What follows belongs to an exercise in optimizing a design on an open flow for small area and a short achievable clock period; a production flow would make more cautious choices.
The RTL was checked by simulation tests, not by an equivalence proof against the original design.
The clock input has no modelled driver; a real chip could not lean on it and would need a root buffer or a full tree.
Power is estimated from default activity; no workload was simulated.

==> flow/design.v <==
package bbox_pkg;
    typedef logic signed [24-1:0] coord_t;
    typedef enum logic [3:0] {
        MSAA_1X  = 4'b1000,   
        MSAA_4X  = 4'b0100,   
        MSAA_16X = 4'b0010,   
        MSAA_64X = 4'b0001    
    } msaa_mode_e;
endpackage
module bbox_extent (
    input  logic [3*24-1:0] i_vert,      
    input  logic [24-1:0]           i_screen,
    input  logic [24-1:0]           i_mask,
    output logic [2:0]                        o_cmp,       
    output logic [2:0]                        o_lt,        
    output logic                              o_neg,       
    output logic                              o_pos        
);
    localparam int SF = 24;
    logic signed [SF-1:0] f0, f1, f2, s;
    logic                 pos0, pos1, pos2;   
    assign f0 = i_vert[0*SF +: SF] & i_mask;
    assign f1 = i_vert[1*SF +: SF] & i_mask;
    assign f2 = i_vert[2*SF +: SF] & i_mask;
    assign s  = i_screen;
    bbox_lt u_c01 (.i_a(f1), .i_b(f0), .o_lt(o_cmp[0]));
    bbox_lt u_c02 (.i_a(f2), .i_b(f0), .o_lt(o_cmp[1]));
    bbox_lt u_c12 (.i_a(f2), .i_b(f1), .o_lt(o_cmp[2]));
    bbox_lt u_l0 (.i_a(f0), .i_b(s), .o_lt(o_lt[0]));
    bbox_lt u_l1 (.i_a(f1), .i_b(s), .o_lt(o_lt[1]));
    bbox_lt u_l2 (.i_a(f2), .i_b(s), .o_lt(o_lt[2]));
    assign pos0 = !f0[SF-1] && |f0[SF-2:0];
    assign pos1 = !f1[SF-1] && |f1[SF-2:0];
    assign pos2 = !f2[SF-1] && |f2[SF-2:0];
    assign o_neg = f0[SF-1] || f1[SF-1] || f2[SF-1];
    assign o_pos = pos0 || pos1 || pos2;
endmodule
module bbox_lt (
    input  logic [24-1:0] i_a,
    input  logic [24-1:0] i_b,
    output logic                    o_lt       
);
    localparam int SF = 24;
    localparam int LV = 5;                  
    localparam int NP = 1 << LV;
    logic [NP-1:0] lt [LV+1];
    logic [NP-1:0] gt [LV+1];
    always_comb begin
        for (int l = 0; l <= LV; l++) begin
            lt[l] = '0;
            gt[l] = '0;
        end
        for (int i = 0; i < SF; i++) begin
            if (i == SF - 1) begin
                lt[0][i] = i_a[i] & ~i_b[i];
                gt[0][i] = ~i_a[i] & i_b[i];
            end else begin
                lt[0][i] = ~i_a[i] & i_b[i];
                gt[0][i] = i_a[i] & ~i_b[i];
            end
        end
        for (int l = 1; l <= LV; l++) begin
            for (int i = 0; i < (NP >> l); i++) begin
                lt[l][i] = lt[l-1][2*i+1] | (~gt[l-1][2*i+1] & lt[l-1][2*i]);
                gt[l][i] = gt[l-1][2*i+1] | (~lt[l-1][2*i+1] & gt[l-1][2*i]);
            end
        end
    end
    assign o_lt = lt[LV][0];
endmodule
module bbox_grid_clip (
    input  logic [3*24-1:0] i_vert,
    input  logic [24-1:0]           i_screen,
    input  logic [24-1:0]           i_mask,
    input  logic [2:0]                        i_cmp,       
    input  logic [2:0]                        i_lt,        
    input  logic                              i_neg,       
    input  logic                              i_pos,       
    output logic [24-1:0]           o_lo,
    output logic [24-1:0]           o_hi,
    output logic                              o_ok         
);
    localparam int SF = 24;
    logic       c01, c02, c12;
    logic [2:0] lo, hi;
    logic [2:0] lo_sel;                     
    logic [3:0] hi_sel;                     
    assign {c12, c02, c01} = i_cmp;
    assign lo[0] = !c01 && !c02;
    assign lo[1] =  c01 && !c12;
    assign lo[2] =  c02 &&  c12;
    assign hi[0] =  c01 &&  c02;
    assign hi[1] = !c01 &&  c12;
    assign hi[2] = !c02 && !c12;
    assign lo_sel = i_neg ? 3'b000 : lo;
    assign hi_sel = (i_lt == 3'b111) ? {1'b0, hi} : 4'b1000;
    assign o_ok = (i_lt != 3'b000) && !i_screen[SF-1] && |i_screen[SF-2:0] && i_pos;
    always_comb begin
        o_lo = '0;
        o_hi = i_screen & {SF{hi_sel[3]}};
        for (int v = 0; v < 3; v++) begin
            o_lo |= i_vert[v*SF +: SF] & i_mask & {SF{lo_sel[v]}};
            o_hi |= i_vert[v*SF +: SF] & i_mask & {SF{hi_sel[v]}};
        end
    end
endmodule
module bbox_pipe #(
    parameter int WIDTH = 1,
    parameter bit RESET = 1'b0
) (
    input  logic             clk,
    input  logic             i_rst,
    input  logic             i_halt,          
    input  logic [WIDTH-1:0] i_data,
    output logic [WIDTH-1:0] o_data
);
    if (RESET) begin : g_rst
        always_ff @(posedge clk) begin
            if (i_rst)        o_data <= '0;
            else if (!i_halt) o_data <= i_data;
        end
    end else begin : g_norst
        always_ff @(posedge clk) begin
            if (!i_halt) o_data <= i_data;
        end
    end
endmodule
module bbox (
    input  logic                              clk,
    input  logic                              i_rst,
    input  logic [3*24-1:0] i_vert_x,    
    input  logic [3*24-1:0] i_vert_y,
    input  logic                              i_valid,
    input  logic [24-1:0]           i_screen_w,
    input  logic [24-1:0]           i_screen_h,
    input  logic [3:0]                        i_msaa,        
    input  logic                              i_halt,
    output logic [3*24-1:0] o_vert_x,
    output logic [3*24-1:0] o_vert_y,
    output logic [24-1:0]           o_ll_x,
    output logic [24-1:0]           o_ll_y,
    output logic [24-1:0]           o_ur_x,
    output logic [24-1:0]           o_ur_y,
    output logic                              o_valid
);
    localparam int NV = 3;
    localparam int SF = 24;
    localparam int RX = 10;
    localparam int VW = NV * SF;
    logic [2:0]    keep_in;
    always_comb begin
        case (i_msaa)
            bbox_pkg::MSAA_4X:  keep_in = 3'b100;
            bbox_pkg::MSAA_16X: keep_in = 3'b110;
            bbox_pkg::MSAA_64X: keep_in = 3'b111;
            default:            keep_in = 3'b000;
        endcase
    end
    logic [VW-1:0] s1_vx, s1_vy;
    logic [SF-1:0] s1_sw, s1_sh;
    logic [2:0]    s1_keep;
    logic          s1_valid;
    bbox_pipe #(.WIDTH(2*VW + 2*SF + 3)) u_s1 (
        .clk(clk), .i_rst(i_rst), .i_halt(i_halt),
        .i_data({i_vert_x, i_vert_y, i_screen_w, i_screen_h, keep_in}),
        .o_data({s1_vx, s1_vy, s1_sw, s1_sh, s1_keep})
    );
    bbox_pipe #(.WIDTH(1), .RESET(1'b1)) u_s1v (
        .clk(clk), .i_rst(i_rst), .i_halt(i_halt), .i_data(i_valid), .o_data(s1_valid)
    );
    logic [SF-1:0] s1_mask;
    assign s1_mask = {{(SF-RX){1'b1}}, s1_keep, {(RX-3){1'b0}}};
    logic [2:0] cmp_x, cmp_y, lt_x, lt_y;
    logic       neg_x, neg_y, pos_x, pos_y;
    bbox_extent u_ext_x (
        .i_vert(s1_vx), .i_screen(s1_sw), .i_mask(s1_mask),
        .o_cmp(cmp_x), .o_lt(lt_x), .o_neg(neg_x), .o_pos(pos_x)
    );
    bbox_extent u_ext_y (
        .i_vert(s1_vy), .i_screen(s1_sh), .i_mask(s1_mask),
        .o_cmp(cmp_y), .o_lt(lt_y), .o_neg(neg_y), .o_pos(pos_y)
    );
    logic [VW-1:0] s2_vx, s2_vy;
    logic [SF-1:0] s2_sw, s2_sh;
    logic [2:0]    s2_keep;
    logic [2:0]    s2_cmp_x, s2_cmp_y, s2_lt_x, s2_lt_y;
    logic          s2_neg_x, s2_neg_y, s2_pos_x, s2_pos_y;
    logic          s2_valid;
    bbox_pipe #(.WIDTH(2*VW + 2*SF + 3 + 16)) u_s2 (
        .clk(clk), .i_rst(i_rst), .i_halt(i_halt),
        .i_data({s1_vx, s1_vy, s1_sw, s1_sh, s1_keep, cmp_x, cmp_y, lt_x, lt_y, neg_x, neg_y, pos_x, pos_y}),
        .o_data({s2_vx, s2_vy, s2_sw, s2_sh, s2_keep, s2_cmp_x, s2_cmp_y, s2_lt_x, s2_lt_y, s2_neg_x, s2_neg_y, s2_pos_x, s2_pos_y})
    );
    bbox_pipe #(.WIDTH(1), .RESET(1'b1)) u_s2v (
        .clk(clk), .i_rst(i_rst), .i_halt(i_halt),
        .i_data(s1_valid), .o_data(s2_valid)
    );
    logic [SF-1:0] s2_mask;
    assign s2_mask = {{(SF-RX){1'b1}}, s2_keep, {(RX-3){1'b0}}};
    logic [SF-1:0] ll_x, ll_y, ur_x, ur_y;
    logic          ok_x, ok_y;
    bbox_grid_clip u_clip_x (
        .i_vert(s2_vx), .i_screen(s2_sw), .i_mask(s2_mask),
        .i_cmp(s2_cmp_x), .i_lt(s2_lt_x), .i_neg(s2_neg_x), .i_pos(s2_pos_x),
        .o_lo(ll_x), .o_hi(ur_x), .o_ok(ok_x)
    );
    bbox_grid_clip u_clip_y (
        .i_vert(s2_vy), .i_screen(s2_sh), .i_mask(s2_mask),
        .i_cmp(s2_cmp_y), .i_lt(s2_lt_y), .i_neg(s2_neg_y), .i_pos(s2_pos_y),
        .o_lo(ll_y), .o_hi(ur_y), .o_ok(ok_y)
    );
    logic [SF-RX+1:0] s3_ll_x, s3_ll_y;
    bbox_pipe #(.WIDTH(2*VW + 2*SF + 2*(SF-RX+2))) u_s3 (
        .clk(clk), .i_rst(i_rst), .i_halt(i_halt),
        .i_data({s2_vx, s2_vy, ur_x, ur_y, ll_x[SF-2:RX-3], ll_y[SF-2:RX-3]}),
        .o_data({o_vert_x, o_vert_y, o_ur_x, o_ur_y, s3_ll_x, s3_ll_y})
    );
    bbox_pipe #(.WIDTH(1), .RESET(1'b1)) u_s3v (
        .clk(clk), .i_rst(i_rst), .i_halt(i_halt),
        .i_data(s2_valid && ok_x && ok_y), .o_data(o_valid)
    );
    assign o_ll_x = {1'b0, s3_ll_x, {(RX-3){1'b0}}};
    assign o_ll_y = {1'b0, s3_ll_y, {(RX-3){1'b0}}};
endmodule
==> flow/config.mk <==
export PLATFORM = sky130hd
export DESIGN_NAME = bbox
export DESIGN_NICKNAME = bbox
export VERILOG_FILES = /design/flow/design.v
export SDC_FILE = /design/flow/constraint.sdc
export NUM_CORES = 4
export LEC_CHECK = 0
export CAP_MARGIN = 20
export CORE_MARGIN = 2
export CORE_UTILIZATION = 70
export SETUP_SLACK_MARGIN = 5
export SLEW_MARGIN = 20
==> flow/constraint.sdc <==
create_clock -name core_clock -period 8.0 [get_ports {clk}]
set_input_delay 1.6000 -clock core_clock [delete_from_list [all_inputs] [get_ports {clk}]]
set_output_delay 1.6000 -clock core_clock [all_outputs]
set_load 0.01 [all_outputs]
standard.sh (not shown) runs the stock make flow with config.mk's settings and CLKGATE_MAP_FILE= SYNTH_SCRIPT=/design/flow/synth_recipe.tcl, a recipe that flattens the netlist after the stock synthesis.
==> flow/flow/run.sh <==
#!/bin/bash
# Standard ORFS layout with three changes to how it is built:
#  - single-strength port buffers instead of the default delay-buffer cell
#  - timing repair aimed past the 5 ns margin cap
#  - clock tree with larger sink clusters and no dummy balancing loads
set -euo pipefail
export BUFFER_PORTS_ARGS="-buffer_cell sky130_fd_sc_hd__buf_1"
export CTS_ARGS="-sink_clustering_enable -repair_clock_nets -dont_use_dummy_load -sink_clustering_size 20 -sink_clustering_max_diameter 60"
bash standard.sh SETUP_SLACK_MARGIN=5.3 finish > flow_orfs.log 2>&1
Next try:
==> flow/flow/run.sh (replaced) <==
#!/bin/bash
# Standard ORFS layout with four changes to how it is built:
#  - single-strength port buffers instead of the default delay-buffer cell
#  - timing repair aimed past the 5 ns margin cap
#  - clock tree with larger sink clusters and no dummy balancing loads
#  - each vertex input pin placed beside the output pin it is delayed to
set -euo pipefail
export BUFFER_PORTS_ARGS="-buffer_cell sky130_fd_sc_hd__buf_1"
export CTS_ARGS="-sink_clustering_enable -repair_clock_nets -dont_use_dummy_load -sink_clustering_size 25 -sink_clustering_max_diameter 80"
groups=""
for a in x y; do
  for b in $(seq 0 71); do
    groups+=" -group_pins {i_vert_${a}[${b}] o_vert_${a}[${b}]}"
  done
done
export PLACE_PINS_ARGS="$groups"
bash standard.sh SETUP_SLACK_MARGIN=5.3 finish > flow_orfs.log 2>&1
The new run completed without violations. Final cell count decreases by 0.59%. Hold slack gains 0.011 ns. Die area stays the same. Routed wire length fell by 9.0%. Worst setup slack gets worse by 0.034 ns. Final area decreases by 1.0%. Area after synthesis is unchanged.
Next try:
==> flow/flow/run.sh (replaced) <==
#!/bin/bash
# Standard ORFS layout with four changes to how it is built:
#  - single-strength port buffers instead of the default delay-buffer cell
#  - output port buffers moved next to their driving registers after
#    global placement (flow/move_obufs.tcl)
#  - timing repair aimed past the 5 ns margin cap
#  - clock tree with larger sink clusters and no dummy balancing loads
set -euo pipefail
export BUFFER_PORTS_ARGS="-buffer_cell sky130_fd_sc_hd__buf_1"
export POST_GLOBAL_PLACE_TCL="$PWD/flow/move_obufs.tcl"
export CTS_ARGS="-sink_clustering_enable -repair_clock_nets -dont_use_dummy_load -sink_clustering_size 25 -sink_clustering_max_diameter 80"
bash standard.sh SETUP_SLACK_MARGIN=5.3 finish > flow_orfs.log 2>&1
==> flow/flow/move_obufs.tcl (new file) <==
# After global placement: move each output port's buffer onto the cell that
# drives it, so the register output sees a short wire and the buffer, not
# the register, drives the long wire to the pin. Detailed placement
# legalizes the moved buffers afterwards.
set block [ord::get_db_block]
set moved 0
foreach bterm [$block getBTerms] {
  if {[$bterm getIoType] != "OUTPUT"} { continue }
  set net [$bterm getNet]
  if {$net == "NULL"} { continue }
  set buf ""
  foreach it [$net getITerms] {
    if {[$it isOutputSignal]} { set buf [$it getInst] }
  }
  if {$buf == ""} { continue }
  if {![string match "*buf*" [[$buf getMaster] getName]]} { continue }
  set src ""
  foreach it [$buf getITerms] {
    if {[$it isInputSignal] && [$it getNet] != "NULL"} {
      foreach jt [[$it getNet] getITerms] {
        if {[$jt isOutputSignal]} { set src [$jt getInst] }
      }
    }
  }
  if {$src == ""} { continue }
  set loc [$src getLocation]
  $buf setLocation [lindex $loc 0] [lindex $loc 1]
  incr moved
}
puts "move_obufs: moved $moved output buffers onto their drivers"
Power rises by 2.4%. Sequential share of layout area shrinks by 0.41 points. Utilization went up by 0.49 points. Maximum frequency is lower by 0.62%. Setup slack gets worse by 0.018 ns. Register-to-register slack got worse by 0.13 ns. Die area does not change. Area after synthesis stays the same. Combinational power grows by 5.0%. Routed wire length went up by 11%.

========
// bbox: RTL as listed in full above, without the edits since
export LEC_CHECK = 0
export CAP_MARGIN = 20
export CORE_MARGIN = 2
export CORE_UTILIZATION = 70
export SETUP_SLACK_MARGIN = 5
export SLEW_MARGIN = 20
create_clock -name core_clock -period 8.0 [get_ports {clk}]
==> flow/flow/run.sh <==
#!/bin/bash
# Standard ORFS layout with these changes to how it is built:
#  - single-strength port buffers instead of the default delay-buffer cell
#  - each vertex input pin placed beside the output pin it is delayed to
#  - clock tree with larger sink clusters and no dummy balancing loads,
#    then its upper levels replaced by four root buffers that the clock
#    port drives (flow/clock_roots.tcl), so every register's clock passes
#    two buffers instead of three
#  - timing repair aimed past the 5 ns margin cap
set -euo pipefail
export FLOW_FLOW_DIR="$PWD/flow"
export BUFFER_PORTS_ARGS="-buffer_cell sky130_fd_sc_hd__buf_1"
export CTS_ARGS="-sink_clustering_enable -repair_clock_nets -dont_use_dummy_load -sink_clustering_size 25 -sink_clustering_max_diameter 80"
export POST_CTS_TCL="$PWD/flow/post_cts.tcl"
groups=""
for a in x y; do
  for b in $(seq 0 71); do
    groups+=" -group_pins {i_vert_${a}[${b}] o_vert_${a}[${b}]}"
  done
done
export PLACE_PINS_ARGS="$groups"
bash standard.sh SETUP_SLACK_MARGIN=5.5 finish > flow_orfs.log 2>&1
Other scripts of this flow, unchanged in this note and not shown: flow/flow/clock_roots.tcl, flow/flow/post_cts.tcl
Rerun with:
--- a/flow/flow/run.sh
+++ b/flow/flow/run.sh
@@ -20,3 +20,3 @@
 done
 export PLACE_PINS_ARGS="$groups"
-bash standard.sh SETUP_SLACK_MARGIN=5.5 finish > flow_orfs.log 2>&1
+bash standard.sh SETUP_SLACK_MARGIN=5.3 finish > flow_orfs.log 2>&1
=>
- The changed run passed the timing, design-rule and antenna checks
- total power drops by 1.3%
- first-iteration DRC count drops by about 7%
- combinational power goes down by about 6.4%
- worst setup slack loses 0.061 ns
- cell area drops by about 1.6%
- wire length goes down by 5.4%
- core utilization shrinks by 1.3 points

==> port drivers added, routing unchanged <==
The results above use ideal ports. As a check the final layouts listed here were re-extracted and re-timed, cells and wires unchanged. Step 1 (the two cells are an assumption about what drives the block):
set clk [get_ports {clk}]
set_driving_cell -lib_cell sky130_fd_sc_hd__clkbuf_16 $clk
set_driving_cell -lib_cell sky130_fd_sc_hd__buf_2 [delete_from_list [all_inputs] $clk]
Step 2 adds t to the input delays and takes it off the output delays; t is the mean of the earliest and latest rising clock arrival at the registers after step 1. Input paths then give back, and output paths get back, about the clock's delay inside the block. a / b / c = ideal ports / drivers / drivers and shift; a / b = the first two.
run	t, ns	setup WS [ns]	cell pins on the clock port's net
the first run of note 1	0.608	5.180 / 5.125 / 4.938	1
the second run of note 1	0.641	5.147 / 5.089 / 4.621	1
the third run of note 1	0.646	5.129 / 5.074 / 4.802	1
the first run of note 2	0.470	5.352 / 5.234 / 5.004	4
the second run of note 2	0.465	5.291 / 5.233 / 4.908	4
After both steps setup and hold are still met in every run listed. For the second run of note 1, which loses most, drivers alone change the setup slack by -0.058 ns; drivers and shift together by -0.526 ns.
